What follows belongs to an exercise in optimizing a design on an open flow for small area, a short achievable clock period and few clock cycles; a production flow would make more cautious choices.
Function was checked by simulation only, so behaviour that the tests miss may differ from the original.
Power and IR drop assume default switching activity.

**flow/run.sh**
```bash
#!/bin/bash
# synth_recipe.tcl (not shown) runs the flow's synth.tcl, then flattens the netlist and writes it again
# the make line also repeats each setting of config.mk as NAME=value (left out here)
make -C /OpenROAD-flow-scripts/flow DESIGN_CONFIG=/design/flow/config.mk WORK_HOME=/design/flow/orfs CLKGATE_MAP_FILE= SYNTH_SCRIPT=/design/flow/synth_recipe.tcl finish
```
**flow/config.mk**
```make
export PLATFORM = sky130hd
export DESIGN_NAME = led_matrix_scan_dimmer_unit
export DESIGN_NICKNAME = led_matrix_scan_dimmer_unit
export VERILOG_FILES = /design/flow/design.v
export SDC_FILE = /design/flow/constraint.sdc
export NUM_CORES = 4
export LEC_CHECK = 0
export CAP_MARGIN = 20
export CORE_MARGIN = 2
export CORE_UTILIZATION = 55
export CTS_CLUSTER_DIAMETER = 80
export CTS_CLUSTER_SIZE = 30
export SETUP_SLACK_MARGIN = 4.2
export SLEW_MARGIN = 20
```
**flow/constraint.sdc**
```tcl
create_clock -name core_clock -period 6.0 [get_ports {clk}]
set_input_delay 1.2000 -clock core_clock [delete_from_list [all_inputs] [get_ports {clk}]]
set_output_delay 1.2000 -clock core_clock [all_outputs]
set_load 0.01 [all_outputs]
```
**flow/design.v**
```verilog
package lmsd_pkg;
	localparam int WORD_W   = 16;
	localparam int LED_W    = 8;
	localparam int SCHED_W  = 6;
	localparam int LEVELS   = 4;
	localparam int CMD_W    = 2;
	localparam int REG_W    = 2;
	localparam int PANEL_W  = 3;
	localparam int ROW_W    = 3;
	localparam int COLOR_W  = 2;
	localparam int S_TDATA_W = 32;
	localparam int S_TUSER_W = 2;
	localparam int M_TDATA_W = 16;
	localparam int M_TUSER_W = 5;
	localparam int DEF_PANELS         = 5;
	localparam int DEF_ROWS           = 8;
	localparam int DEF_LEDS_PER_ROW   = 8;
	localparam int DEF_COLORS         = 3;
	localparam int DEF_REFRESH_CYCLES = 6;
	typedef enum logic [CMD_W-1:0] {
		CMD_TICK       = 2'd0,
		CMD_WRITE      = 2'd1,
		CMD_SWAP_DEFER = 2'd2,
		CMD_SWAP_NOW   = 2'd3
	} cmd_t;
	typedef enum logic [REG_W-1:0] {
		REG_SCHED_L0 = 2'd0,
		REG_SCHED_L1 = 2'd1,
		REG_SCHED_L2 = 2'd2,
		REG_SCHED_L3 = 2'd3
	} reg_idx_t;
	typedef enum logic {
		ST_IDLE  = 1'b0,
		ST_SWEEP = 1'b1
	} state_t;
	typedef logic [SCHED_W-1:0] sched_t;
	localparam sched_t SCHED_RST_L0 = 6'h00;
	localparam sched_t SCHED_RST_L1 = 6'h20;
	localparam sched_t SCHED_RST_L2 = 6'h24;
	localparam sched_t SCHED_RST_L3 = 6'h3f;
endpackage
module lmsd_ram #(
	parameter int WIDTH = 16,
	parameter int NRING = 10,
	parameter int LEN   = 24,
	parameter int STEP  = 6,
	parameter int NTAP  = 5,
	parameter int TSTEP = 3
) (
	input  logic                           clk,
	input  logic [NRING*(LEN/STEP)-1:0]    ins,
	input  logic [WIDTH-1:0]               wdata,
	output logic [NRING*WIDTH-1:0]         tap
);
	localparam int NPT = LEN / STEP;
	logic [WIDTH-1:0] wdata_n;
	assign wdata_n = ~wdata;
	for (genvar g = 0; g < NRING; g++) begin : g_ring
		logic [LEN*WIDTH-1:0] s_q;
		always_ff @(posedge clk) begin
			for (int j = 0; j < LEN; j++) begin
				if (j % STEP == 0) begin
					s_q[j*WIDTH +: WIDTH] <= ~(ins[g*NPT + j/STEP]
						? (((j / STEP) % 2 == 1) ? wdata : wdata_n)
						: s_q[((j + LEN - 1) % LEN)*WIDTH +: WIDTH]);
				end else begin
					s_q[j*WIDTH +: WIDTH] <= s_q[((j + LEN - 1) % LEN)*WIDTH +: WIDTH];
				end
			end
		end
		assign tap[g*WIDTH +: WIDTH] = s_q[((g % NTAP) * TSTEP)*WIDTH +: WIDTH];
	end
endmodule
module led_matrix_scan_dimmer_unit #(
	parameter int PANELS         = lmsd_pkg::DEF_PANELS,
	parameter int ROWS           = lmsd_pkg::DEF_ROWS,
	parameter int LEDS_PER_ROW   = lmsd_pkg::DEF_LEDS_PER_ROW,
	parameter int COLORS         = lmsd_pkg::DEF_COLORS,
	parameter int REFRESH_CYCLES = lmsd_pkg::DEF_REFRESH_CYCLES
) (
	input  logic                            clk,
	input  logic                            arst_n,
	input  logic                            s_tvalid,
	output logic                            s_tready,
	input  logic [lmsd_pkg::S_TDATA_W-1:0]  s_tdata,
	input  logic [lmsd_pkg::S_TUSER_W-1:0]  s_tuser,
	output logic                            m_tvalid,
	input  logic                            m_tready,
	output logic [lmsd_pkg::M_TDATA_W-1:0]  m_tdata,
	output logic [lmsd_pkg::M_TUSER_W-1:0]  m_tuser,
	output logic                            m_tlast,
	input  logic                            cfg_valid,
	output logic                            cfg_ready,
	input  logic [lmsd_pkg::REG_W-1:0]      cfg_index,
	input  logic [lmsd_pkg::SCHED_W-1:0]    cfg_data
);
	localparam int NPAN  = 5;
	localparam int NRING = 2 * NPAN;
	localparam int LEN   = 24;
	localparam int STEP  = 6;
	localparam int NPT   = LEN / STEP;
	localparam int QD    = 2;
	localparam int RC_W  = 3;
	logic [1:0]   in_cmd;
	logic         in_hidden;
	logic [2:0]   in_panel;
	logic [2:0]   in_row;
	logic [1:0]   in_color;
	logic [15:0]  in_word;
	assign in_cmd    = s_tuser[1:0];
	assign in_hidden = s_tdata[0];
	assign in_panel  = s_tdata[3:1];
	assign in_row    = s_tdata[6:4];
	assign in_color  = s_tdata[8:7];
	assign in_word   = s_tdata[24:9];
	function automatic logic [1:0] row_q6(input logic [2:0] r);
		logic [1:0] v;
		case (r)
			3'd0: v = 2'd0;
			3'd1: v = 2'd2;
			3'd2: v = 2'd1;
			3'd3: v = 2'd3;
			3'd4: v = 2'd2;
			3'd5: v = 2'd0;
			3'd6: v = 2'd3;
			default: v = 2'd1;
		endcase
		row_q6 = v;
	endfunction
	function automatic logic [4:0] row_base(input logic [2:0] r);
		logic [4:0] v;
		case (r)
			3'd0: v = 5'd0;
			3'd1: v = 5'd15;
			3'd2: v = 5'd6;
			3'd3: v = 5'd21;
			3'd4: v = 5'd12;
			3'd5: v = 5'd3;
			3'd6: v = 5'd18;
			default: v = 5'd9;
		endcase
		row_base = v;
	endfunction
	lmsd_pkg::sched_t sched_q [lmsd_pkg::LEVELS];
	logic [2:0]   row_q;
	logic [RC_W-1:0] rc_q;
	logic         shown_q;
	logic         pend_q;
	logic [4:0]   ph_q;
	logic [2:0]   n6r_q;
	logic [1:0]   n3_q, n3_nx;
	logic         n2_q;
	logic [1:0]   n6_q;
	logic [3:0]   clr_q;
	logic         clearing, clearing_nx;
	logic         cr_v;
	logic         cr_b;
	logic [2:0]   cr_r;
	logic [2:0]   cr_p;
	logic [1:0]   cr_c;
	logic [15:0]  cr_w;
	logic [1:0]   cr_m;
	logic         cmt_q;
	logic         clr_q1;
	logic         e_last_q;
	logic [1:0]   e_c_nx;
	logic [15:0]  bmask;
	logic         rdy_q;
	logic         act_v;
	logic         act_b;
	logic [2:0]   act_r;
	logic [3:0]   act_l;
	logic [4:0]   tgt_q, tgt_nx;
	logic         hit_q;
	logic [NRING-1:0] rsel_q, rsel_nx;
	logic [3:0]   leff_q, leff_nx;
	logic [2:0]   e_p_nx;
	logic         new_idle;
	logic [2:0]   e_p;
	logic [1:0]   e_c;
	logic [QD-1:0] pv;
	logic         pb [QD];
	logic [2:0]   pr [QD];
	logic [3:0]   pl [QD];
	logic         ovld_q;
	logic [7:0]   led_q;
	logic [2:0]   orow_q;
	logic [2:0]   opanel_q;
	logic [1:0]   ocolor_q;
	logic         olast_q;
	logic         in_xfer;
	logic         tick;
	logic         wr_ok;
	logic         in_b;
	logic         commit;
	logic         ld;
	logic         act_done;
	logic         cr_v_nx;
	logic         pred;
	logic [NRING*NPT-1:0] ins;
	logic [15:0]  ins_data;
	logic [NRING*16-1:0] tap;
	logic [15:0]  word;
	logic [7:0]   led_nx;
	logic         cr_busy, in_busy;
	logic [2:0]   row_nx;
	logic [RC_W-1:0] rc_nx;
	logic         shown_nx;
	logic         pend_nx;
	logic [3:0]   lvl_on_nx;
	logic         a_v;
	logic         a_b;
	logic [2:0]   a_r;
	logic [3:0]   a_l;
	logic         a_new;
	logic [QD-1:0] qv;
	logic         qb [QD];
	logic [2:0]   qr [QD];
	logic [3:0]   ql [QD];
	assign cfg_ready = 1'b1;
	assign s_tready  = rdy_q;
	assign in_xfer   = s_tvalid && rdy_q;
	assign tick      = in_xfer && (in_cmd == lmsd_pkg::CMD_TICK);
	assign wr_ok     = in_xfer && (in_cmd == lmsd_pkg::CMD_WRITE)
		&& (in_panel < 3'(PANELS)) && (in_color < 2'(COLORS));
	assign in_b      = shown_q ^ in_hidden;
	always_comb begin
		cr_busy = act_v && (act_b == cr_b) && (act_r == cr_r) && ({cr_p, cr_c} >= {e_p, e_c});
		for (int i = 0; i < QD; i++) begin
			cr_busy = cr_busy || (pv[i] && (pb[i] == cr_b) && (pr[i] == cr_r));
		end
		for (int h = 0; h < 2; h++) begin
			for (int r = 0; r < 8; r++) begin
				bmask[h*8 + r] = act_v && ((act_b ^ shown_q) == 1'(h)) && (act_r == 3'(r));
				for (int i = 0; i < QD; i++) begin
					bmask[h*8 + r] = bmask[h*8 + r]
						|| (pv[i] && ((pb[i] ^ shown_q) == 1'(h)) && (pr[i] == 3'(r)));
				end
			end
		end
		in_busy = bmask[{in_hidden, in_row}];
	end
	assign n3_nx = (n3_q == 2'd2) ? 2'd0 : n3_q + 2'd1;
	assign clearing    = clr_q1;
	assign clearing_nx = (clr_q < 4'(STEP - 1));
	assign commit = cr_v && cmt_q;
	always_comb begin
		for (int p = 0; p < NPAN; p++) begin
			for (int b = 0; b < 2; b++) begin
				for (int m = 0; m < NPT; m++) begin
					ins[(b*NPAN + p)*NPT + m] = clearing
						|| (commit && (cr_b == 1'(b)) && (cr_p == 3'(p)) && (cr_m == 2'(m)));
				end
			end
		end
	end
	assign ins_data = cr_w;
	lmsd_ram #(
		.WIDTH (16),
		.NRING (NRING),
		.LEN   (LEN),
		.STEP  (STEP),
		.NTAP  (NPAN),
		.TSTEP (3)
	) u_frame (
		.clk   (clk),
		.ins   (ins),
		.wdata (ins_data),
		.tap   (tap)
	);
	always_comb begin
		row_nx   = row_q + 3'd1;
		rc_nx    = rc_q;
		shown_nx = shown_q;
		pend_nx  = pend_q;
		if (row_q == 3'(ROWS - 1)) begin
			row_nx = '0;
			if (rc_q == RC_W'(REFRESH_CYCLES - 1)) begin
				rc_nx = '0;
				if (pend_q) begin
					shown_nx = !shown_q;
					pend_nx  = 1'b0;
				end
			end else begin
				rc_nx = rc_q + RC_W'(1);
			end
		end
	end
	always_comb begin
		lvl_on_nx = '0;
		for (int l = 0; l < lmsd_pkg::LEVELS; l++) begin
			for (int j = 0; j < lmsd_pkg::SCHED_W; j++) begin
				if (int'(rc_nx) == j) begin
					lvl_on_nx[l] = sched_q[l][j];
				end
			end
		end
	end
	always_comb begin
		word = '0;
		for (int g = 0; g < NRING; g++) begin
			word = word | (tap[g*16 +: 16] & {16{rsel_q[g]}});
		end
		for (int k = 0; k < 8; k++) begin
			led_nx[k] = leff_q[word[2*k +: 2]];
		end
	end
	assign ld       = act_v && hit_q && (!ovld_q || m_tready);
	assign act_done = ld && e_last_q;
	always_comb begin
		a_v   = act_v;
		a_b   = act_b;
		a_r   = act_r;
		a_l   = act_l;
		a_new = 1'b0;
		qv    = pv;
		for (int i = 0; i < QD; i++) begin
			qb[i] = pb[i];
			qr[i] = pr[i];
			ql[i] = pl[i];
		end
		if (act_done) begin
			a_v   = pv[0];
			a_b   = pb[0];
			a_r   = pr[0];
			a_l   = pl[0];
			a_new = 1'b1;
			for (int i = 0; i < QD - 1; i++) begin
				qv[i] = pv[i+1];
				qb[i] = pb[i+1];
				qr[i] = pr[i+1];
				ql[i] = pl[i+1];
			end
			qv[QD-1] = 1'b0;
		end
		if (tick) begin
			if (!a_v) begin
				a_v   = 1'b1;
				a_b   = shown_nx;
				a_r   = row_nx;
				a_l   = lvl_on_nx;
				a_new = 1'b1;
			end else begin
				for (int i = QD - 1; i >= 0; i--) begin
					if (!qv[i] && (i == 0 || qv[i-1])) begin
						qv[i] = 1'b1;
						qb[i] = shown_nx;
						qr[i] = row_nx;
						ql[i] = lvl_on_nx;
					end
				end
			end
		end
	end
	assign new_idle = tick && (!act_v || (act_done && !pv[0]));
	always_comb begin
		if (new_idle) begin
			tgt_nx = row_base(row_nx);
		end else if (ld) begin
			tgt_nx = (tgt_q == 5'd23) ? 5'd0 : tgt_q + 5'd1;
		end else begin
			tgt_nx = tgt_q;
		end
		e_p_nx  = e_p;
		e_c_nx  = e_c;
		rsel_nx = rsel_q;
		if (a_new) begin
			e_c_nx = 2'd0;
		end else if (ld) begin
			e_c_nx = (e_c == 2'd2) ? 2'd0 : e_c + 2'd1;
		end
		if (a_new) begin
			e_p_nx  = 3'd0;
			rsel_nx = a_b ? NRING'(1 << NPAN) : NRING'(1);
		end else if (ld && (e_c == 2'd2)) begin
			e_p_nx  = e_p + 3'd1;
			rsel_nx = {rsel_q[NRING-2:0], 1'b0};
		end
		leff_nx = a_l;
		for (int p = 0; p < NPAN; p++) begin
			if ((e_p_nx == 3'(p)) && (((3 * p) / STEP) % 2 == 1)) begin
				leff_nx = {a_l[0], a_l[1], a_l[2], a_l[3]};
			end
		end
	end
	assign cr_v_nx = wr_ok || (cr_v && !commit);
	always_comb begin
		if (wr_ok) begin
			pred = (in_color == n3_nx) && ((in_row[0] ^ in_color[0]) != n2_q)
				&& !clearing_nx && !in_busy;
		end else begin
			pred = (cr_c == n3_nx) && ((cr_r[0] ^ cr_c[0]) != n2_q)
				&& !clearing_nx && !cr_busy;
		end
	end
	always_ff @(posedge clk or negedge arst_n) begin
		if (!arst_n) begin
			sched_q[0] <= lmsd_pkg::SCHED_RST_L0;
			sched_q[1] <= lmsd_pkg::SCHED_RST_L1;
			sched_q[2] <= lmsd_pkg::SCHED_RST_L2;
			sched_q[3] <= lmsd_pkg::SCHED_RST_L3;
			row_q   <= '0;
			rc_q    <= '0;
			shown_q <= 1'b1;
			pend_q  <= 1'b0;
			ph_q    <= 5'd0;
			n6r_q   <= 3'd1;
			n3_q    <= 2'd1;
			n2_q    <= 1'b1;
			n6_q    <= 2'd0;
			clr_q   <= 4'd0;
			cr_v    <= 1'b0;
			rdy_q   <= 1'b0;
			act_v   <= 1'b0;
			pv      <= '0;
			e_p     <= 3'd0;
			e_c     <= 2'd0;
			e_last_q <= 1'b0;
			cmt_q   <= 1'b0;
			clr_q1  <= 1'b1;
			ovld_q  <= 1'b0;
			cr_w    <= 16'h0;
		end else begin
			if (wr_ok) begin
				cr_w <= in_word;
			end
			ph_q <= (ph_q == 5'd23) ? 5'd0 : ph_q + 5'd1;
			n3_q <= n3_nx;
			n2_q <= !n2_q;
			if (n6r_q == 3'd5) begin
				n6r_q <= 3'd0;
				n6_q  <= n6_q + 2'd1;
			end else begin
				n6r_q <= n6r_q + 3'd1;
			end
			if (clearing) begin
				clr_q <= clr_q + 4'd1;
			end
			if (cfg_valid) begin
				case (cfg_index)
					lmsd_pkg::REG_SCHED_L0: sched_q[0] <= cfg_data;
					lmsd_pkg::REG_SCHED_L1: sched_q[1] <= cfg_data;
					lmsd_pkg::REG_SCHED_L2: sched_q[2] <= cfg_data;
					lmsd_pkg::REG_SCHED_L3: sched_q[3] <= cfg_data;
					default: ;
				endcase
			end
			if (in_xfer && (in_cmd == lmsd_pkg::CMD_SWAP_DEFER)) begin
				pend_q <= 1'b1;
			end
			if (in_xfer && (in_cmd == lmsd_pkg::CMD_SWAP_NOW)) begin
				shown_q <= !shown_q;
			end
			if (tick) begin
				row_q   <= row_nx;
				rc_q    <= rc_nx;
				shown_q <= shown_nx;
				pend_q  <= pend_nx;
			end
			cr_v  <= cr_v_nx;
			rdy_q <= !qv[QD-1] && (!cr_v_nx || pred) && !clearing_nx;
			cmt_q <= pred;
			clr_q1 <= clearing_nx;
			act_v <= a_v;
			pv    <= qv;
			e_p <= e_p_nx;
			e_c <= e_c_nx;
			e_last_q <= (e_p_nx == 3'd4) && (e_c_nx == 2'd2);
			if (ld) begin
				ovld_q <= 1'b1;
			end else if (m_tready) begin
				ovld_q <= 1'b0;
			end
		end
	end
	always_ff @(posedge clk) begin
		if (wr_ok) begin
			cr_b <= in_b;
			cr_r <= in_row;
			cr_p <= in_panel;
			cr_c <= in_color;
		end
		act_b <= a_b;
		act_r <= a_r;
		act_l <= a_l;
		for (int i = 0; i < QD; i++) begin
			pb[i] <= qb[i];
			pr[i] <= qr[i];
			pl[i] <= ql[i];
		end
		tgt_q  <= tgt_nx;
		if (new_idle) begin
			hit_q <= (((ph_q == 5'd23) ? 5'd0 : ph_q + 5'd1) == row_base(row_nx));
		end else if (ld) begin
			hit_q <= 1'b1;
		end else begin
			hit_q <= (((ph_q == 5'd23) ? 5'd0 : ph_q + 5'd1) == tgt_q);
		end
		cr_m <= ((n6r_q == 3'd5) ? n6_q + 2'd1 : n6_q) - row_q6(wr_ok ? in_row : cr_r);
		rsel_q <= rsel_nx;
		leff_q <= leff_nx;
		if (ld) begin
			led_q    <= led_nx;
			orow_q   <= act_r;
			opanel_q <= e_p;
			ocolor_q <= e_c;
			olast_q  <= (e_p == 3'd4) && (e_c == 2'd2);
		end
	end
	assign m_tvalid = ovld_q;
	assign m_tdata  = {5'b0, led_q, orow_q};
	assign m_tuser  = {ocolor_q, opanel_q};
	assign m_tlast  = olast_q;
endmodule
```
==> flow_metrics.py, run 1 <==
metrics = {
    "run_status": {
        "status": "timing/DRC/antenna clean",
    },
    "clock_tree": {
        "cts_tree": "built",
        "cts.sinks": 3991,
        "cts-root-buf": "clkbuf_16",
        "cts_buffer_depth": 3,
        "numCtsBuffers": 157,
        "clk_pin_slew_worst_paths_ns": 0.11,
        "clk_latency_ns": 0.84,
        "cts_max_level": 4,
    },
    "critical_path": {
        "critPathCaptureType": "output port",
        "cp_max_fo": 2,
        "path_cells": "buf_2",
        "critical_path_required_ns": 4.80,
        "path_buf_inv": 1,
        "slowest_delay_ns": 0.57,
        "startpoint": "led_q[1]",
        "slowest_stage": "edfxtp_1",
        "critical_path_arrival_ns": 1.60,
        "criticalPathCategory": "register to output port",
        "crit_family": "flip-flops",
        "r2r_start": "row_q[1]",
        "ff2ff_setup_slack_ns": 3.61,
        "cp-start-kind": "register",
    },
    "floorplan": {
        "fp.dieH_um": 414,
        "placementRows": 150,
        "die_w_um": 414,
        "start_util_pct": 55.4,
        "die-area_mm2": 0.172,
        "io-pin-count": 72,
        "coreArea_mm2": 0.167,
    },
    "routing": {
        "drtIter0Drc": 2777,
        "vias": 42000,
        "drt-pass1-iter-count": 5,
        "ant_nets": 0,
        "viasPerCell": 4.87,
        "wl_per_cell_um": 22.3,
        "drt_drc_violations_left": 0,
        "wl_um": 193000,
    },
    "global_route": {
        "grt_use_total_pct": 19.9,
        "grt_pass1_wl_um": 254000,
        "antenna_found_initial": 6,
        "first_global_vias": 39600,
        "grt_overflow": 0,
        "grt_max_degree": 43,
    },
    "power": {
        "power_leakage_nw": 45.4,
        "pwr-share-comb_pct": 8.9,
        "clock_power_share_pct": 28.7,
        "powerDensity_mw_per_mm2": 401,
        "internal-power_mw": 33.4,
        "ir_drop_mv": 0.346,
        "seqPwrFrac_pct": 62.3,
        "swShare_pct": 24.7,
        "power_switching_mw": 10.9,
    },
    "timing": {
        "finalHoldViolCount": 0,
        "rsz0062_at_grt": "yes",
        "worst_pin_slew_ns": 1.15,
        "fin_crit_ns": 2.80,
        "fin_skew_ns": 0.0437,
        "max_freq_ghz": 0.357,
        "slew_headroom_pct": 23.5,
        "finalSetupViolations": 0,
        "post-route-period-util_pct": 46.7,
        "whs_ns": 0.290,
        "final.setup.tns_ns": 0,
        "post-route-worst-setup-slack_ns": 3.20,
        "drv_slew": 0,
    },
    "yosys": {
        "synthCells": 6003,
        "synthArstFlopShare_pct": 1.98,
        "synth_xor_area_share_pct": 0.507,
        "ys_seq_area_share_pct": 87.2,
        "synth-seq-cells": 3991,
        "ys_warn_count": 10,
        "synth_simple_gate_area_share_pct": 3.21,
        "ys.flop_type": "dfxtp_1",
        "synth_fa_ha_area_share_pct": 0.265,
        "synth_mux_area_share_pct": 3.80,
        "syn-cell-area_mm2": 0.0926,
        "synth-edff-count": 46,
        "synth.distinct_cells": 61,
        "synth_top_family_by_area": "multiplexers",
        "synth_compound_area_share_pct": 3.76,
        "syn_area_per_cell_um2": 15.4,
    },
    "worst_hold_path": {
        "min_from": "u_frame.g_ring[1].s_q[214]",
        "hold_class": "register to register",
    },
    "layout": {
        "syn_to_final_growth_pct": 19.2,
        "final_common_cell": "dfxtp_1",
        "fill_cells": 11500,
        "final_cell_mix": "dfxtp_1 (3865), mux2i_1 (295), a21oi_2 (220)",
        "drive_above_1_share_pct": 22.2,
        "num-nets-final": 6435,
    },
    "placement": {
        "gp_congestion": 0.814,
        "hpwl_um": 91600,
        "io_buffers": 58,
        "pre_cts_ws_ns": 1.77,
    },
    "run": {
        "maxCapViolCount": 0,
    },
}
## metal layers
metal  GRT usage, %  wire length [um]  vias up
li1               -                 -    20100
met1           29.4             94300    21000
met2           30.6             88100      637
met3           2.77              5910      212
met4           5.57              4150        2
met5              0                13        -
## metrics by stage
step | utilization, % | cell area (um2) | power, mW | instances
after global routing | 66.0 | 110000 | 45.7 | 8617
after detailed placement | 57.4 | 96000 | 31.1 | 8088
after global placement | 57.4 | 96000 | 31.0 | 8087
after floorplan | - | 93300 | 29.6 | 6007
after CTS | 62.8 | 105000 | 43.9 | 8473
final | 66.0 | 110000 | 44.3 | 8620
## flip-flops by register name, indices dropped and copies added, names as in the netlist, 3 cells and up
signal,cells
opanel_q,3
e_p,3
leff_q,4
rsel_q,10
cr_r,3
orow_q,3
cr_p,3
act_l,4
u_frame.g_ring.s_q,3840
led_q,8
pl,8
ph_q,5
clr_q,4
row_q,3
pr,6
n6r_q,3
sched_q,24
act_r,3
cr_w,16
rc_q,3
tgt_q,5
## cell type report
class / count / area (um2) / area share (%)
antenna: 4 / 10.0 / 0.00906
clock buffer: 184 / 4270 / 3.87
clock inverter: 17 / 184 / 0.167
inverter: 36 / 151 / 0.137
multi-input combinational: 1735 / 15700 / 14.2
sequential: 3991 / 80800 / 73.2
tap: 2204 / 2760 / 2.50
timing repair buffer: 448 / 6590 / 5.97
timing repair inverter: 1 / 7.51 / 0.00680
## power groups by stage
stage               clock, mW  combinational, mW  sequential, mW
floorplan                   0               1.76            27.8
global placement            0               2.86            28.2
detailed placement          0               2.92            28.2
CTS                      13.0               3.39            27.6
global route             13.9               4.13            27.7
finish                   12.7               3.95            27.6
## cells by family after synthesis
family	Yosys count
mux	347
xor+xnor	52
compound gates	608
simple gates	694
flops	3991
buf+inv	289
other cells	2
fa+ha+maj	20
## path summary, 6_finish.rpt
check,end,cells after the start
setup / recovery,m_tdata[4],1
hold / removal,u_frame.g_ring[1].s_q[230],0
setup reg to reg,pl[1][1],10
hold reg to reg,u_frame.g_ring[1].s_q[230],0
max in group asynchronous,act_v,2
min in group asynchronous,cr_w[14],1
## cell usage after synthesis (33+ instances only)
cell type / count / area [um2]
a22oi_1: 33 / 248
edfxtp_1: 46 / 1380
dfrtp_1: 65 / 1630
inv_1: 36 / 135
o21ai_0: 49 / 245
nand2_1: 131 / 492
nor2_1: 402 / 1510
a21oi_1: 422 / 2110
dfxtp_1: 3866 / 77400
clkbuf_1: 166 / 623
nor3_1: 39 / 195
buf_1: 47 / 176
mux2_2: 38 / 428
mux2i_1: 309 / 3090
## what timing repair did
action                                  in CTS  in global routing
gates cloned                                47                 60
buffers inserted                           137                 83
endpoints found under the setup margin     796                722
gates resized for setup                    628                823
pin swaps                                   85                210
hold buffers                                 0                  0
Testbench counts, summed over its fixed seeds: cycles 12,776.
==> run 2: changes to the inputs <==
--- a/flow/config.mk
+++ b/flow/config.mk
@@ -11,4 +11,4 @@
 export CTS_CLUSTER_DIAMETER = 80
 export CTS_CLUSTER_SIZE = 30
-export SETUP_SLACK_MARGIN = 4.2
+export SETUP_SLACK_MARGIN = 3.5
 export SLEW_MARGIN = 20
==> flow_metrics.py, run 2 <==
metrics = {
    "run_status": {
        "status": "timing/DRC/antenna clean",
    },
    "routing": {
        "ant_nets": 0,
        "viasPerCell": 4.71,
        "drt_drc_violations_left": 0,
        "drt-pass1-iter-count": 5,
        "drtIter0Drc": 2365,
        "wl_um": 160000,
        "wl_per_cell_um": 19.2,
        "vias": 39200,
    },
    "layout": {
        "top_regs": "u_frame.g_ring.s_q (3840), sched_q (24), cr_w (16)",
        "num-nets-final": 6141,
        "final_common_cell": "dfxtp_1",
        "final_cell_mix": "dfxtp_1 (3865), nor2_1 (397), a21oi_1 (381)",
        "instances_no_fill": 8323,
        "syn_to_final_growth_pct": 8.81,
        "top_register": "u_frame.g_ring.s_q",
        "fill_cells": 12700,
        "drive_above_1_share_pct": 7.80,
        "largest_reg_flops": 3840,
    },
    "yosys": {
        "syn_area_per_cell_um2": 15.4,
        "yosysMostFrequentCell": "dfxtp_1",
        "synthArstFlopShare_pct": 1.98,
        "ys.flop_type": "dfxtp_1",
        "ys_warn_count": 10,
        "synthCells": 6003,
        "synth-edff-count": 46,
        "yosysTopAreaCell": "dfxtp_1",
        "synth-seq-cells": 3991,
        "synth_area_leaders": "dfxtp_1 (84%), mux2i_1 (3.3%), a21oi_1 (2.3%)",
        "synth.distinct_cells": 61,
        "syn-cell-area_mm2": 0.0926,
        "synthTopCellsByCount": "dfxtp_1 (3866), a21oi_1 (422), nor2_1 (402), mux2i_1 (309), clkbuf_1 (166)",
        "synth_top_area_share_pct": 83.5,
        "ys_seq_area_share_pct": 87.2,
    },
    "power": {
        "power_leakage_nw": 42.2,
        "ir_drop_mv": 0.310,
        "powerDensity_mw_per_mm2": 427,
    },
    "global_route": {
        "grt_use_total_pct": 18.4,
        "grt.busiest_layer": "met1",
        "use_met3_pct": 2.65,
        "grt_overflow": 0,
        "gr-usage-met2_pct": 27.6,
        "grt_pass1_wl_um": 237000,
        "grt_max_degree": 52,
        "grt.met1_usage_pct": 28.0,
        "first_global_vias": 37600,
        "antenna_found_initial": 6,
    },
    "run": {
        "maxCapViolCount": 0,
    },
    "worst_hold_path": {
        "min_path_cells": 0,
        "min_from": "u_frame.g_ring[8].s_q[314]",
        "hold_class": "register to register",
    },
    "clock_tree": {
        "hold_buffers": 0,
        "clk_latency_ns": 0.84,
        "numCtsBuffers": 155,
        "cts.sinks": 3991,
        "cts-root-buf": "clkbuf_16",
        "cts_buffer_depth": 3,
        "cts_max_level": 4,
        "clk_pin_slew_worst_paths_ns": 0.11,
        "cts_tree": "built",
    },
    "critical_path": {
        "cp_max_fo": 1,
        "r2r_cells": 5,
        "r2r_start": "cr_b",
        "path_buf_inv": 1,
        "endpoint": "m_tdata[7]",
        "slowest_stage": "edfxtp_1",
        "regToRegEndpoint": "u_frame.g_ring[3].s_q[194]",
        "crit_family": "flip-flops",
        "cp-start-kind": "register",
        "crit_cells": 1,
        "startpoint": "led_q[4]",
        "path_cells": "buf_6",
        "critical_path_required_ns": 4.80,
        "critical_path_arrival_ns": 1.59,
        "ff2ff_setup_slack_ns": 3.43,
        "critPathCaptureType": "output port",
        "slowest_delay_ns": 0.56,
        "criticalPathCategory": "register to output port",
    },
    "timing": {
        "final.setup.tns_ns": 0,
        "fin_skew_ns": 0.0332,
        "worst_pin_slew_ns": 1.02,
        "drv_slew": 0,
        "finalSetupViolations": 0,
        "rsz0062_at_grt": "yes",
        "finalHoldViolCount": 0,
        "fin_crit_ns": 2.79,
        "slew_headroom_pct": 32.0,
        "post-route-period-util_pct": 46.5,
        "max_freq_ghz": 0.359,
    },
    "placement": {
        "hpwl_um": 92900,
        "io_buffers": 58,
        "gp_congestion": 0.818,
        "place_inst": 8093,
    },
    "floorplan": {
        "fp.dieH_um": 414,
        "coreArea_mm2": 0.167,
        "start_util_pct": 55.4,
        "die_w_um": 414,
        "die-area_mm2": 0.172,
        "placementRows": 150,
        "io-pin-count": 72,
    },
}
[run 2: cell counts after synthesis]
No cell type changed its count.
[run 2: timing repair]
item,in CTS,in global routing
gates cloned,1,1
setup endpoints to repair,283,245
pin swaps,2,4
buffers inserted,9,18
resized for setup,113,39
[run 2: power breakdown]
| part | switching, mW | internal (mW) |
|---|---|---|
| Clock | 7.58 | 4.97 |
| Combinational | 2.07 | 0.820 |
| Sequential | 0.599 | 27.0 |
[run 2: worst min-delay path by stage]
stage                                 end  slack (ns)
6_report       u_frame.g_ring[8].s_q[330]        0.30
4_1_cts        u_frame.g_ring[8].s_q[330]        0.31
2_1_floorplan  u_frame.g_ring[0].s_q[112]        0.31
5_1_grt        u_frame.g_ring[3].s_q[363]        0.31
3_3_place_gp   u_frame.g_ring[5].s_q[113]        0.31
3_5_place_dp   u_frame.g_ring[0].s_q[336]        0.31
[run 2: layer usage]
layer  up-vias  wire [um]
met5         -          0
met4         0       3600
met3       207       5100
met1     19200      82600
li1      19400          -
met2       466      68200
[run 2: kinds of logic after synthesis]
group / Yosys count / synth area share (%)
buf+inv: 289 / 1.25
fa+ha+maj: 20 / 0.265
compound gates: 608 / 3.76
mux: 347 / 3.80
other cells: 2 / 0.00811
flops: 3991 / 87.2
xor+xnor: 52 / 0.507
simple gates: 694 / 3.21
[run 2: cell type report]
type | count | area, um2 | share of cell area [%]
antenna | 3 | 7.51 | 0.00745
sequential | 3991 | 80800 | 80.2
timing repair buffer | 163 | 1350 | 1.34
timing repair inverter | 1 | 5.00 | 0.00497
inverter | 36 | 139 | 0.138
tap | 2204 | 2760 | 2.74
clock inverter | 21 | 363 | 0.360
multi-input combinational | 1728 | 11300 | 11.2
clock buffer | 176 | 4050 | 4.02
[run 2: through the flow]
step	cell area (um2)	utilization, %	worst slack, ns	power (mW)	hold slack (ns)
global placement	95800	57.3	1.93	31.0	0.310
floorplan	92800	-	3.44	29.5	0.310
detailed placement	95800	57.3	1.84	31.1	0.312
finish	101000	60.3	3.21	43.1	0.304
CTS	100000	60.0	3.11	43.4	0.306
global route	101000	60.3	3.15	44.6	0.312
==> run 3: changes to the inputs <==
--- a/flow/config.mk
+++ b/flow/config.mk
@@ -8,7 +8,7 @@
 export CAP_MARGIN = 20
 export CORE_MARGIN = 2
-export CORE_UTILIZATION = 55
-export CTS_CLUSTER_DIAMETER = 80
-export CTS_CLUSTER_SIZE = 30
+export CORE_UTILIZATION = 62
+export CTS_CLUSTER_DIAMETER = 70
+export CTS_CLUSTER_SIZE = 36
 export SETUP_SLACK_MARGIN = 3.5
 export SLEW_MARGIN = 20
==> flow_metrics.py, run 3 <==
metrics = {
    "run_status": {
        "status": "timing/DRC/antenna clean",
    },
    "critical_path": {
        "critPathCaptureType": "output port",
        "cp-start-kind": "register",
        "path_buf_inv": 1,
        "startpoint": "led_q[6]",
        "critical_path_arrival_ns": 1.60,
        "cp_max_fo": 1,
        "slowest_stage": "edfxtp_1",
        "crit_family": "flip-flops",
        "critical_path_required_ns": 4.80,
        "criticalPathCategory": "register to output port",
        "r2r_start": "rsel_q[0]",
        "slowest_delay_ns": 0.58,
        "path_cells": "buf_2",
    },
    "floorplan": {
        "die-area_mm2": 0.153,
        "io-pin-count": 72,
        "coreArea_mm2": 0.148,
        "die_w_um": 391,
        "fp.dieH_um": 391,
        "placementRows": 141,
        "start_util_pct": 62.6,
    },
    "clock_tree": {
        "cts_tree": "built",
        "cts.sinks": 3991,
        "numCtsBuffers": 141,
        "cts_buffer_depth": 3,
        "cts-root-buf": "clkbuf_16",
        "clk_latency_ns": 0.81,
        "clk_pin_slew_worst_paths_ns": 0.12,
        "cts_max_level": 4,
        "hold_buffers": 0,
    },
    "yosys": {
        "ys_warn_count": 10,
        "synth_top_area_share_pct": 83.5,
        "yosysTopAreaCell": "dfxtp_1",
        "synth_area_leaders": "dfxtp_1 (84%), mux2i_1 (3.3%), a21oi_1 (2.3%)",
        "synth_compound_area_share_pct": 3.76,
        "synth-edff-count": 46,
        "yosysMostFrequentCell": "dfxtp_1",
        "synthCells": 6003,
        "synth.distinct_cells": 61,
        "ys_seq_area_share_pct": 87.2,
        "synth_top_family_by_area": "multiplexers",
        "ys.flop_type": "dfxtp_1",
        "synthTopCellsByCount": "dfxtp_1 (3866), a21oi_1 (422), nor2_1 (402), mux2i_1 (309), clkbuf_1 (166)",
        "synth-seq-cells": 3991,
        "synth_xor_area_share_pct": 0.507,
        "syn-cell-area_mm2": 0.0926,
        "synthArstFlopShare_pct": 1.98,
        "synth_mux_area_share_pct": 3.80,
        "synth_simple_gate_area_share_pct": 3.21,
        "syn_area_per_cell_um2": 15.4,
        "synth_fa_ha_area_share_pct": 0.265,
    },
    "routing": {
        "drt-pass1-iter-count": 5,
        "wl_um": 162000,
        "drt_drc_violations_left": 0,
        "ant_nets": 0,
        "wl_per_cell_um": 20.1,
        "drtIter0Drc": 2168,
        "vias": 39600,
        "viasPerCell": 4.90,
    },
    "global_route": {
        "first_global_vias": 38000,
        "grt_max_degree": 42,
        "grt_pass1_wl_um": 239000,
        "grt_use_total_pct": 21.3,
        "grt_overflow": 0,
        "antenna_found_initial": 11,
    },
    "layout": {
        "final_cell_mix": "dfxtp_1 (3865), nor2_1 (397), a21oi_1 (381)",
        "top_register": "u_frame.g_ring.s_q",
        "regArea_mm2": 0.0808,
        "multi_input_area_mm2": 0.0114,
        "drive_above_1_share_pct": 8.38,
        "syn_to_final_growth_pct": 8.78,
        "num-nets-final": 6130,
        "largest_reg_flops": 3840,
        "fill_cells": 10300,
        "final_common_cell": "dfxtp_1",
        "top_regs": "u_frame.g_ring.s_q (3840), sched_q (24), cr_w (16)",
    },
    "placement": {
        "gp_congestion": 0.784,
        "hpwl_um": 95700,
        "io_buffers": 58,
    },
    "power": {
        "p_total_mw": 43.6,
        "power_leakage_nw": 42.3,
        "ir_drop_mv": 0.324,
        "powerDensity_mw_per_mm2": 432,
    },
    "run": {
        "maxCapViolCount": 0,
    },
    "worst_hold_path": {
        "hold_class": "register to register",
        "min_from": "u_frame.g_ring[8].s_q[362]",
    },
    "timing": {
        "whs_ns": 0.301,
        "worst_pin_slew_ns": 1.26,
        "fin_skew_ns": 0.0440,
        "final.setup.tns_ns": 0,
        "post-route-period-util_pct": 46.6,
        "fin_crit_ns": 2.80,
        "rsz0062_at_grt": "yes",
        "drv_slew": 0,
        "max_freq_ghz": 0.357,
        "finalHoldViolCount": 0,
        "slew_headroom_pct": 15.7,
        "finalSetupViolations": 0,
    },
}
## run 3: kinds of logic (layout without fill, tap and decap cells)
family	count (synthesis)	in the layout
flops	3991	3991
simple gates	694	696
compound gates	608	610
mux	347	347
buf+inv	289	424
xor+xnor	52	52
fa+ha+maj	20	20
other cells	2	9
## run 3: routing by layer
metal	vias to the layer above	track usage (%)	routed length, um
met5	-	0	13
met4	2	5.03	3280
met3	203	2.61	4990
met2	564	31.6	69200
met1	19400	33.4	84900
li1	19500	-	-
## run 3: stage by stage
| step | std cells | utilization, % | setup WS, ns | instance area [um2] |
|---|---|---|---|---|
| 5_1_grt | 8076 | 68.1 | 3.14 | 101000 |
| 4_1_cts | 8052 | 67.8 | 3.15 | 100000 |
| 6_report | 8079 | 68.1 | 3.20 | 101000 |
| 2_1_floorplan | 6007 | - | 3.44 | 92800 |
| 3_5_place_dp | 7813 | 64.5 | 1.78 | 95500 |
| 3_3_place_gp | 7812 | 64.5 | 1.86 | 95400 |
## run 3: layout make-up
class	instances	share of cell area [%]
antenna	3	0.00745
timing repair inverter	1	0.00497
multi-input combinational	1731	11.3
inverter	36	0.142
tap	1930	2.40
clock inverter	51	0.664
sequential	3991	80.2
clock buffer	173	3.99
timing repair buffer	163	1.34
## run 3: final timing paths
| check | to | slack, ns | cells past startpoint |
|---|---|---|---|
| worst max-delay path | m_tdata[9] | 3.20 | 1 |
| worst min-delay path | u_frame.g_ring[8].s_q[378] | 0.30 | 0 |
| worst max register to register | led_q[7] | 3.50 | 7 |
| worst min register to register | u_frame.g_ring[8].s_q[378] | 0.30 | 0 |
| max in group asynchronous | cr_w[1] | 4.46 | 2 |
| min in group asynchronous | sched_q[1][4] | 0.47 | 1 |
## run 3: timing repair
action | in CTS | in global routing
endpoints found under the setup margin | 239 | 156
setup buffers | 13 | 21
pin swaps | 4 | 7
gates cloned | 2 | 3
resized for setup | 116 | 37
endpoints found under the hold margin | 0 | 0
## run 3: power breakdown
group | switching [mW] | total (mW) | internal [mW]
Sequential | 0.639 | 27.7 | 27.1
Combinational | 2.20 | 3.00 | 0.805
Clock | 7.60 | 12.8 | 5.25
==> run 4: changes to the inputs <==
--- a/flow/design.v
+++ b/flow/design.v
@@ -189,4 +189,7 @@
 	logic [1:0]   ocolor_q;
 	logic         olast_q;
+	logic [16:0]  oport_q;
+	logic         ovld_o;
+	logic         rdy_o;
 	logic         in_xfer;
 	logic         tick;
@@ -219,5 +222,5 @@
 	logic [3:0]   ql [QD];
 	assign cfg_ready = 1'b1;
-	assign s_tready  = rdy_q;
+	assign s_tready  = rdy_o;
 	assign in_xfer   = s_tvalid && rdy_q;
 	assign tick      = in_xfer && (in_cmd == lmsd_pkg::CMD_TICK);
@@ -412,4 +415,6 @@
 			cr_v    <= 1'b0;
 			rdy_q   <= 1'b0;
+			rdy_o   <= 1'b0;
+			ovld_o  <= 1'b0;
 			act_v   <= 1'b0;
 			pv      <= '0;
@@ -460,4 +465,6 @@
 			cr_v  <= cr_v_nx;
 			rdy_q <= !qv[QD-1] && (!cr_v_nx || pred) && !clearing_nx;
+			rdy_o <= !qv[QD-1] && (!cr_v_nx || pred) && !clearing_nx;
+			ovld_o <= ld || (ovld_q && !m_tready);
 			cmt_q <= pred;
 			clr_q1 <= clearing_nx;
@@ -507,8 +514,10 @@
 			olast_q  <= (e_p == 3'd4) && (e_c == 2'd2);
 		end
+		oport_q <= ld ? {(e_p == 3'd4) && (e_c == 2'd2), e_c, e_p, led_nx, act_r}
+			: {olast_q, ocolor_q, opanel_q, led_q, orow_q};
 	end
-	assign m_tvalid = ovld_q;
-	assign m_tdata  = {5'b0, led_q, orow_q};
-	assign m_tuser  = {ocolor_q, opanel_q};
-	assign m_tlast  = olast_q;
+	assign m_tvalid = ovld_o;
+	assign m_tdata  = {5'b0, oport_q[10:0]};
+	assign m_tuser  = oport_q[15:11];
+	assign m_tlast  = oport_q[16];
 endmodule
--- a/flow/config.mk
+++ b/flow/config.mk
@@ -8,7 +8,7 @@
 export CAP_MARGIN = 20
 export CORE_MARGIN = 2
-export CORE_UTILIZATION = 62
-export CTS_CLUSTER_DIAMETER = 70
-export CTS_CLUSTER_SIZE = 36
-export SETUP_SLACK_MARGIN = 3.5
+export CORE_UTILIZATION = 55
+export CTS_CLUSTER_DIAMETER = 80
+export CTS_CLUSTER_SIZE = 30
+export SETUP_SLACK_MARGIN = 3.75
 export SLEW_MARGIN = 20
==> flow_metrics.py, run 4 <==
metrics = {
    "run_status": {
        "status": "timing/DRC/antenna clean",
    },
    "timing": {
        "finalSetupViolations": 0,
        "final.setup.tns_ns": 0,
        "max_freq_ghz": 0.382,
        "slew_headroom_pct": 32.8,
        "fin_skew_ns": 0.0342,
        "fin_crit_ns": 2.62,
        "whs_ns": 0.220,
        "drv_slew": 0,
        "finalHoldViolCount": 0,
        "rsz0062_at_grt": "yes",
        "post-route-period-util_pct": 43.7,
        "worst_pin_slew_ns": 1.01,
    },
    "critical_path": {
        "criticalPathCategory": "register to output port",
        "slowest_delay_ns": 0.47,
        "critical_path_required_ns": 4.80,
        "cp-start-kind": "register",
        "crit_cells": 1,
        "path_cells": "buf_6",
        "critical_path_arrival_ns": 1.42,
        "path_buf_inv": 1,
        "cp_max_fo": 3,
        "r2r_cells": 8,
        "ff2ff_setup_slack_ns": 3.64,
        "slowest_stage": "dfrtp_2",
        "critPathCaptureType": "output port",
        "startpoint": "rdy_o",
        "regToRegEndpoint": "rdy_o",
        "r2r_start": "shown_q",
        "crit_family": "flip-flops",
    },
    "routing": {
        "drt_drc_violations_left": 0,
        "drt-pass1-iter-count": 7,
        "wl_per_cell_um": 19.5,
        "drtIter0Drc": 2549,
        "vias": 39500,
        "wl_um": 164000,
        "viasPerCell": 4.69,
        "ant_nets": 0,
    },
    "layout": {
        "final_common_cell": "dfxtp_1",
        "syn_to_final_growth_pct": 9.58,
        "largest_reg_flops": 3840,
        "fill_cells": 12900,
        "top_regs": "u_frame.g_ring.s_q (3840), sched_q (24), oport_q (17)",
        "num-nets-final": 6226,
        "final_cell_mix": "dfxtp_1 (3867), nor2_1 (401), a21oi_1 (383)",
        "drive_above_1_share_pct": 9.38,
        "design_area_mm2": 0.102,
        "top_register": "u_frame.g_ring.s_q",
    },
    "yosys": {
        "synthTopCellsByCount": "dfxtp_1 (3883), a21oi_1 (429), nor2_1 (415), mux2i_1 (322), clkbuf_1 (163)",
        "synth-edff-count": 46,
        "syn-cell-area_mm2": 0.0933,
        "synth-seq-cells": 4009,
        "synthArstFlopShare_pct": 2.00,
        "yosysMostFrequentCell": "dfxtp_1",
        "ys_warn_count": 10,
        "synth_top_area_share_pct": 83.3,
        "syn_area_per_cell_um2": 15.4,
        "ys_seq_area_share_pct": 87.0,
        "ys.flop_type": "dfxtp_1",
        "synth_area_leaders": "dfxtp_1 (83%), mux2i_1 (3.5%), a21oi_1 (2.3%)",
        "synthCells": 6052,
        "synth.distinct_cells": 75,
        "yosysTopAreaCell": "dfxtp_1",
    },
    "power": {
        "powerDensity_mw_per_mm2": 433,
        "clock_power_share_pct": 28.7,
        "p_total_mw": 44.3,
        "power_leakage_nw": 42.7,
        "swShare_pct": 24.3,
        "ir_drop_mv": 0.363,
        "seqPwrFrac_pct": 63.0,
        "power_switching_mw": 10.7,
        "internal-power_mw": 33.5,
        "pwr-share-comb_pct": 8.3,
    },
    "placement": {
        "post_dp_cell_area_mm2": 0.0964,
        "hpwl_um": 96700,
        "io_buffers": 58,
        "gp_congestion": 0.849,
    },
    "clock_tree": {
        "cts_buffer_depth": 3,
        "clk_pin_slew_worst_paths_ns": 0.11,
        "clk_latency_ns": 0.84,
        "cts_tree": "built",
        "cts_max_level": 4,
        "numCtsBuffers": 157,
        "cts.sinks": 4009,
        "cts-root-buf": "clkbuf_16",
        "hold_buffers": 0,
    },
    "global_route": {
        "first_global_vias": 38100,
        "grt_max_degree": 66,
        "grt_pass1_wl_um": 242000,
        "grt_use_total_pct": 18.9,
        "grt_overflow": 0,
        "antenna_found_initial": 3,
    },
    "floorplan": {
        "coreArea_mm2": 0.169,
        "die-area_mm2": 0.173,
        "start_util_pct": 55.2,
        "placementRows": 151,
        "die_w_um": 416,
        "fp.dieH_um": 416,
        "io-pin-count": 72,
    },
    "run": {
        "maxCapViolCount": 0,
    },
    "worst_hold_path": {
        "hold_class": "input pin to asynchronous set/reset pin",
    },
}
[run 4: final cells by class]
class	instances	area (um2)	share of cell area, %
Antenna cell	5	12.5	0.0122
Clock buffer	181	4190	4.10
Clock inverter	21	315	0.308
Inverter	35	139	0.136
Multi-Input combinational cell	1759	11800	11.6
Sequential cell	4009	81200	79.4
Tap cell	2218	2780	2.71
Timing Repair Buffer	197	1730	1.70
[run 4: power groups by stage]
stage | Clock, mW | Combinational, mW | Sequential, mW
global placement | 0 | 3.34 | 28.5
finish | 12.7 | 3.69 | 27.9
global route | 13.9 | 3.95 | 28.0
CTS | 13.0 | 3.50 | 27.9
detailed placement | 0 | 3.36 | 28.5
floorplan | 0 | 1.94 | 28.1
[run 4: worst max path at each step]
stage                     to  slack [ns]
floorplan              rdy_o        3.52
global placement     cr_m[1]        1.96
detailed placement   cr_m[1]        1.93
CTS                 s_tready        3.29
global route        s_tready        3.30
finish              s_tready        3.38
[run 4: routing by layer]
metal  part of all wire [%]  vias to the layer above  global-route usage, %
met5                      0                        -                      0
met4                    3.2                        0                   6.79
met3                    3.2                      228                   2.99
met2                     43                      464                   28.3
met1                     51                    19200                   28.0
li1                       -                    19600                      -
[run 4: cell families after synthesis]
| logic type | synth area share, % |
|---|---|
| compound gates | 3.76 |
| xor+xnor | 0.519 |
| fa+ha+maj | 0.300 |
| buf+inv | 1.35 |
| flops | 87.0 |
| mux | 3.82 |
| other cells | 0.00805 |
| simple gates | 3.27 |
[run 4: through the flow]
step | worst slack (ns) | cells | util [%]
6_report | 3.38 | 8425 | 60.5
5_1_grt | 3.30 | 8420 | 60.5
4_1_cts | 3.29 | 8389 | 60.1
3_5_place_dp | 1.93 | 8143 | 57.1
3_3_place_gp | 1.96 | 8143 | 57.1
2_1_floorplan | 3.52 | 6056 | -
[run 4: repair_timing]
| item | in CTS | in global routing |
|---|---|---|
| pin swaps | 12 | 31 |
| cloned | 3 | 2 |
| endpoints found under the setup margin | 621 | 359 |
| resized for setup | 177 | 83 |
| buffers inserted | 41 | 29 |
Testbench counts of run 4, summed over its fixed seeds: cycles 12,776.
==> run 5: changes to the inputs <==
--- a/flow/config.mk
+++ b/flow/config.mk
@@ -11,4 +11,4 @@
 export CTS_CLUSTER_DIAMETER = 80
 export CTS_CLUSTER_SIZE = 30
-export SETUP_SLACK_MARGIN = 3.75
+export SETUP_SLACK_MARGIN = 3.3
 export SLEW_MARGIN = 20
==> flow_metrics.py, run 5 <==
metrics = {
    "clock_tree": {
        "cts_tree": "built",
        "clk_pin_slew_worst_paths_ns": 0.11,
        "hold_buffers": 0,
        "clk_latency_ns": 0.82,
        "cts_max_level": 4,
        "numCtsBuffers": 154,
        "cts_buffer_depth": 3,
        "cts.sinks": 4009,
        "cts-root-buf": "clkbuf_16",
    },
    "yosys": {
        "synth_mux_area_share_pct": 3.82,
        "syn_area_per_cell_um2": 15.4,
        "synth_simple_gate_area_share_pct": 3.27,
        "synth.distinct_cells": 75,
        "syn-cell-area_mm2": 0.0933,
        "synthArstFlopShare_pct": 2.00,
        "synth_fa_ha_area_share_pct": 0.300,
        "synth_compound_area_share_pct": 3.76,
        "yosysTopAreaCell": "dfxtp_1",
        "synth-seq-cells": 4009,
        "synth_xor_area_share_pct": 0.519,
        "synthCells": 6052,
        "synth_area_leaders": "dfxtp_1 (83%), mux2i_1 (3.5%), a21oi_1 (2.3%)",
        "synth_top_family_by_area": "multiplexers",
        "ys_warn_count": 10,
        "ys.flop_type": "dfxtp_1",
        "synth-edff-count": 46,
        "synthTopCellsByCount": "dfxtp_1 (3883), a21oi_1 (429), nor2_1 (415), mux2i_1 (322), clkbuf_1 (163)",
        "yosysMostFrequentCell": "dfxtp_1",
        "synth_top_area_share_pct": 83.3,
        "ys_seq_area_share_pct": 87.0,
    },
    "power": {
        "clock_power_share_pct": 28.5,
        "pwr-share-comb_pct": 7.7,
        "power_leakage_nw": 42.2,
        "power_switching_mw": 10.4,
        "seqPwrFrac_pct": 63.9,
        "p_total_mw": 43.6,
        "ir_drop_mv": 0.328,
        "powerDensity_mw_per_mm2": 432,
        "internal-power_mw": 33.1,
        "swShare_pct": 24.0,
    },
    "critical_path": {
        "critPathCaptureType": "register",
        "path_buf_inv": 2,
        "cp-start-kind": "input pin",
        "critical_path_required_ns": 6.57,
        "startpoint": "m_tready",
        "critical_path_arrival_ns": 3.25,
        "path_cells": "clkdlybuf4s50_1 -> nand2b_1 -> nand3_1 -> buf_4 -> o21ai_2 -> and2_4 -> nor3_1 -> or2_2",
        "slowest_stage": "clkdlybuf4s50_1",
        "r2r_start": "rsel_q[8]",
        "criticalPathCategory": "input pin to register",
        "slowest_delay_ns": 0.45,
        "crit_family": "simple AND/OR/NAND/NOR gates",
        "cp_max_fo": 26,
    },
    "floorplan": {
        "start_util_pct": 55.2,
        "coreArea_mm2": 0.169,
        "die_w_um": 416,
        "placementRows": 151,
        "io-pin-count": 72,
        "fp.dieH_um": 416,
        "die-area_mm2": 0.173,
    },
    "layout": {
        "top_regs": "u_frame.g_ring.s_q (3840), sched_q (24), oport_q (17)",
        "num-nets-final": 6164,
        "drive_above_1_share_pct": 6.73,
        "top_register": "u_frame.g_ring.s_q",
        "syn_to_final_growth_pct": 8.03,
        "final_cell_mix": "dfxtp_1 (3875), nor2_1 (410), a21oi_1 (389)",
        "largest_reg_flops": 3840,
        "fill_cells": 13000,
        "final_common_cell": "dfxtp_1",
    },
    "timing": {
        "max_freq_ghz": 0.373,
        "slew_headroom_pct": 34.6,
        "drv_slew": 0,
        "post-route-period-util_pct": 44.7,
        "fin_skew_ns": 0.0345,
        "rsz0062_at_grt": "yes",
        "finalSetupViolations": 0,
        "worst_pin_slew_ns": 0.979,
        "final.setup.tns_ns": 0,
        "fin_crit_ns": 2.68,
        "finalHoldViolCount": 0,
    },
    "global_route": {
        "antenna_found_initial": 10,
        "grt_overflow": 0,
        "grt_max_degree": 46,
        "grt_use_total_pct": 18.6,
        "first_global_vias": 37700,
        "grt_pass1_wl_um": 240000,
    },
    "routing": {
        "wl_per_cell_um": 19.3,
        "drtIter0Drc": 2585,
        "vias": 39300,
        "drt-pass1-iter-count": 5,
        "drt_drc_violations_left": 0,
        "viasPerCell": 4.70,
        "wl_um": 161000,
        "ant_nets": 0,
    },
    "placement": {
        "gp_congestion": 0.836,
        "hpwl_um": 97200,
        "io_buffers": 58,
    },
    "run_status": {
        "status": "timing/DRC/antenna clean",
    },
    "run": {
        "maxCapViolCount": 0,
    },
    "worst_hold_path": {
        "hold_class": "register to register",
        "min_from": "u_frame.g_ring[7].s_q[367]",
    },
}
run 5: changes by cell type in the layout (fill, tap and decap cells not counted), moves of 7 or more:
cell,before,now
a221oi_1,23,33
a221oi_2,8,0
buf_4,120,84
buf_6,28,2
clkdlybuf4s15_1,0,7
dfxtp_1,3867,3875
dfxtp_2,8,1
nor2_1,401,410
nor2_4,9,2
run 5: layout make-up:
class | instances | area [um2] | share of cell area, %
Clock buffer | 177 | 4100 | 4.07
Timing Repair Buffer | 142 | 1170 | 1.16
Multi-Input combinational cell | 1755 | 11200 | 11.1
Sequential cell | 4009 | 81200 | 80.6
Clock inverter | 16 | 193 | 0.191
Tap cell | 2218 | 2780 | 2.75
Inverter | 35 | 135 | 0.134
Antenna cell | 8 | 20.0 | 0.0199
run 5: path summary, 6_finish.rpt:
| check | end | slack (ns) | cells after the start |
|---|---|---|---|
| max | rsel_q[0] | 3.32 | 8 |
| min | u_frame.g_ring[7].s_q[383] | 0.32 | 0 |
| max reg2reg | led_q[1] | 3.38 | 4 |
| min reg2reg | u_frame.g_ring[7].s_q[383] | 0.32 | 0 |
| max in group asynchronous | cr_w[10] | 4.50 | 2 |
| min in group asynchronous | cr_w[1] | 0.41 | 1 |
run 5: kinds of logic after synthesis:
logic type,after synthesis
muxes,351
adders and majority gates,23
buffers and inverters,293
AOI/OAI and AO/OA,608
DFF,4009
and+or+nand+nor,714
xor gates and xnor gates,52
other,2
run 5: power by group through the flow:
stage               logic, mW  registers (mW)  clock network, mW
global route             3.58            27.9               13.7
global placement         3.34            28.4                  0
finish                   3.34            27.8               12.4
detailed placement       3.37            28.4                  0
CTS                      3.36            27.8               12.7
floorplan                1.89            28.0                  0
run 5: worst reg2reg max path, stage by stage (launching register included):
cell	delay, ns
edfxtp_1	0.79
a221oi_1	0.77
and3_1	0.32
mux2i_1	0.09
mux2i_1	0.40
run 5: repair_timing:
action | CTS | global route
gates cloned | 0 | 1
pin swaps | 0 | 2
buffers inserted | 6 | 10
endpoints found under the setup margin | 92 | 46
gates resized for setup | 80 | 16
hold endpoints to repair | 0 | 0
run 5: stage by stage:
stage	util, %	hold slack, ns	cells	setup WS (ns)	instance area, um2
floorplan	-	0.310	6056	3.30	93300
global placement	57.0	0.310	8142	1.80	96300
detailed placement	57.0	0.312	8142	1.73	96300
CTS	59.6	0.319	8341	3.30	101000
global route	59.7	0.318	8352	3.29	101000
finish	59.7	0.317	8360	3.32	101000
run 5: layer usage:
| metal | GRT usage [%] | part of all wire, % |
|---|---|---|
| met5 | 0 | 0 |
| met4 | 5.85 | 2.8 |
| met3 | 2.97 | 3.6 |
| met2 | 28.1 | 43 |
| met1 | 27.7 | 51 |
==> run 6: changes to the inputs <==
--- a/flow/config.mk
+++ b/flow/config.mk
@@ -11,4 +11,4 @@
 export CTS_CLUSTER_DIAMETER = 80
 export CTS_CLUSTER_SIZE = 30
-export SETUP_SLACK_MARGIN = 3.3
+export SETUP_SLACK_MARGIN = 3.5
 export SLEW_MARGIN = 20
==> flow_metrics.py, run 6 <==
metrics = {
    "placement": {
        "post_dp_cell_area_mm2": 0.0963,
        "pre_cts_ws_ns": 1.74,
        "hpwl_um": 96900,
        "io_buffers": 58,
        "place_inst": 8137,
        "gp_congestion": 0.839,
    },
    "layout": {
        "final_common_cell": "dfxtp_1",
        "fill_cells": 13100,
        "top_regs": "u_frame.g_ring.s_q (3840), sched_q (24), oport_q (17)",
        "drive_above_1_share_pct": 7.30,
        "num-nets-final": 6169,
        "design_area_mm2": 0.101,
        "syn_to_final_growth_pct": 8.37,
        "instances_no_fill": 8357,
        "top_register": "u_frame.g_ring.s_q",
        "largest_reg_flops": 3840,
        "final_cell_mix": "dfxtp_1 (3870), nor2_1 (408), a21oi_1 (389)",
    },
    "critical_path": {
        "crit_cells": 1,
        "critical_path_required_ns": 4.80,
        "slowest_delay_ns": 0.48,
        "slowest_stage": "dfrtp_2",
        "cp_max_fo": 3,
        "path_cells": "buf_6",
        "r2r_start": "rsel_q[3]",
        "critPathCaptureType": "output port",
        "criticalPathCategory": "register to output port",
        "cp-start-kind": "register",
        "r2r_cells": 7,
        "regToRegEndpoint": "led_q[4]",
        "path_buf_inv": 1,
        "ff2ff_setup_slack_ns": 3.52,
        "startpoint": "rdy_o",
        "critical_path_arrival_ns": 1.42,
        "crit_family": "flip-flops",
    },
    "yosys": {
        "synthTopCellsByCount": "dfxtp_1 (3883), a21oi_1 (429), nor2_1 (415), mux2i_1 (322), clkbuf_1 (163)",
        "syn_area_per_cell_um2": 15.4,
        "synth-edff-count": 46,
        "ys_seq_area_share_pct": 87.0,
        "syn-cell-area_mm2": 0.0933,
        "yosysMostFrequentCell": "dfxtp_1",
        "ys_warn_count": 10,
        "synthArstFlopShare_pct": 2.00,
        "synth.distinct_cells": 75,
        "synth_area_leaders": "dfxtp_1 (83%), mux2i_1 (3.5%), a21oi_1 (2.3%)",
        "ys.flop_type": "dfxtp_1",
        "synth-seq-cells": 4009,
        "yosysTopAreaCell": "dfxtp_1",
        "synth_top_area_share_pct": 83.3,
        "synthCells": 6052,
    },
    "routing": {
        "ant_nets": 0,
        "drt_drc_violations_left": 0,
        "drtIter0Drc": 2507,
        "wl_per_cell_um": 19.7,
        "wl_um": 165000,
        "drt-pass1-iter-count": 5,
        "viasPerCell": 4.73,
        "vias": 39500,
    },
    "timing": {
        "drv_slew": 0,
        "finalSetupViolations": 0,
        "max_freq_ghz": 0.382,
        "final.setup.tns_ns": 0,
        "worst_pin_slew_ns": 1.01,
        "fin_crit_ns": 2.62,
        "slew_headroom_pct": 32.6,
        "fin_skew_ns": 0.0337,
        "post-route-worst-setup-slack_ns": 3.38,
        "finalHoldViolCount": 0,
        "post-route-period-util_pct": 43.6,
        "rsz0062_at_grt": "yes",
    },
    "power": {
        "power_leakage_nw": 42.3,
        "p_total_mw": 43.9,
        "clock_power_share_pct": 28.7,
        "seqPwrFrac_pct": 63.5,
        "ir_drop_mv": 0.315,
        "swShare_pct": 24.3,
        "power_switching_mw": 10.7,
        "powerDensity_mw_per_mm2": 434,
        "pwr-share-comb_pct": 7.8,
        "internal-power_mw": 33.2,
    },
    "clock_tree": {
        "cts_max_level": 4,
        "cts_tree": "built",
        "cts-root-buf": "clkbuf_16",
        "cts_buffer_depth": 3,
        "clk_pin_slew_worst_paths_ns": 0.11,
        "hold_buffers": 0,
        "clk_latency_ns": 0.82,
        "numCtsBuffers": 157,
        "cts.sinks": 4009,
    },
    "global_route": {
        "grt_overflow": 0,
        "grt_pass1_wl_um": 243000,
        "grt_max_degree": 63,
        "grt_use_total_pct": 19.0,
        "first_global_vias": 37800,
        "antenna_found_initial": 4,
    },
    "worst_hold_path": {
        "hold_class": "input pin to asynchronous set/reset pin",
    },
    "floorplan": {
        "die-area_mm2": 0.173,
        "placementRows": 151,
        "start_util_pct": 55.2,
        "io-pin-count": 72,
        "coreArea_mm2": 0.169,
        "fp.dieH_um": 416,
        "die_w_um": 416,
    },
    "run": {
        "maxCapViolCount": 0,
    },
    "run_status": {
        "status": "timing/DRC/antenna clean",
    },
}
[run 6: cell counts after synthesis]
Identical to the previous run, type by type.
[run 6: how the worst max path moves through the flow]
stage                    end  slack (ns)
global route        s_tready        3.31
floorplan            cr_m[1]        3.51
global placement    tgt_q[2]        1.74
finish              s_tready        3.38
detailed placement  tgt_q[2]        1.74
CTS                 s_tready        3.29
[run 6: final cells by class]
class                      count  area (um2)  share of cell area [%]
clock buffer                 176        4110                    4.06
antenna                        3        7.51                 0.00743
clock inverter                17         317                   0.313
tap                         2218        2780                    2.75
inverter                      35         135                   0.134
timing repair buffer         143        1200                    1.19
sequential                  4009       81200                    80.3
multi-input combinational   1756       11400                    11.2
[run 6: metrics by stage]
step / hold WS, ns / util (%)
finish: 0.269 / 59.9
global route: 0.218 / 59.8
CTS: 0.201 / 59.8
detailed placement: 0.312 / 57.0
global placement: 0.310 / 57.0
floorplan: 0.310 / -
[run 6: kinds of logic (layout without fill, tap and decap cells)]
kind of cell	count (synthesis)	in the layout	synth area share [%]
buffers and inverters	293	371	1.35
other	2	9	0.00805
AO/OA/AOI/OAI	608	608	3.76
XOR/XNOR	52	52	0.519
multiplexers	351	351	3.82
AND/OR/NAND/NOR	714	716	3.27
adder cells (fa/ha/maj)	23	23	0.300
flip-flops	4009	4009	87.0
[run 6: what timing repair did]
item	CTS	global route
cloned	2	0
pin swaps	2	2
setup buffers	18	4
setup endpoints to repair	157	161
gates resized for setup	140	20
[run 6: routing by layer]
layer	GRT usage (%)	vias to the layer above	wire, um
li1	-	19500	-
met1	28.0	19300	83300
met2	28.8	449	71500
met3	2.84	226	4870
met4	6.07	0	4950
met5	0	-	0
[run 6: power by group through the flow]
stage	logic (mW)	clock network, mW	registers (mW)
6_report	3.43	12.6	27.9
5_1_grt	3.66	13.8	27.9
4_1_cts	3.48	12.9	27.9
3_5_place_dp	3.40	0	28.4
3_3_place_gp	3.38	0	28.4
2_1_floorplan	1.90	0	28.1

==> port drivers added, routing unchanged <==
Ports are ideal in the flow. The routed layouts listed here were re-timed in OpenROAD.
Step 1 (the two cells are an assumption about what drives the block):
set clk [get_ports {clk}]
set_driving_cell -lib_cell sky130_fd_sc_hd__clkbuf_16 $clk
set_driving_cell -lib_cell sky130_fd_sc_hd__buf_2 [delete_from_list [all_inputs] $clk]
Step 2 moves the port delays by t, midway between the first and last clock arrival at a register: inputs arrive t later, outputs are due t later. That takes back most of the time a late clock gives input paths.
Slacks: no drivers / after step 1 / after step 2; pairs: no drivers / after step 1.
run	t (ns)	setup slack, ns	clock arrival spread, ns
run 1	0.901	3.201 / 3.117 / 2.787	0.043 / 0.044
run 2	0.898	3.212 / 3.137 / 2.691	0.041 / 0.040
run 3	0.861	3.202 / 3.124 / 2.725	0.044 / 0.045
run 4	0.895	3.379 / 3.297 / 2.625	0.045 / 0.045
run 5	0.877	3.320 / 3.310 / 2.496	0.040 / 0.040
run 6	0.885	3.382 / 3.303 / 2.709	0.039 / 0.039
After both steps setup and hold are still met in every run listed. The setup slack of run 5, which loses most, moves by -0.010 ns with the drivers and by -0.824 ns with both steps.
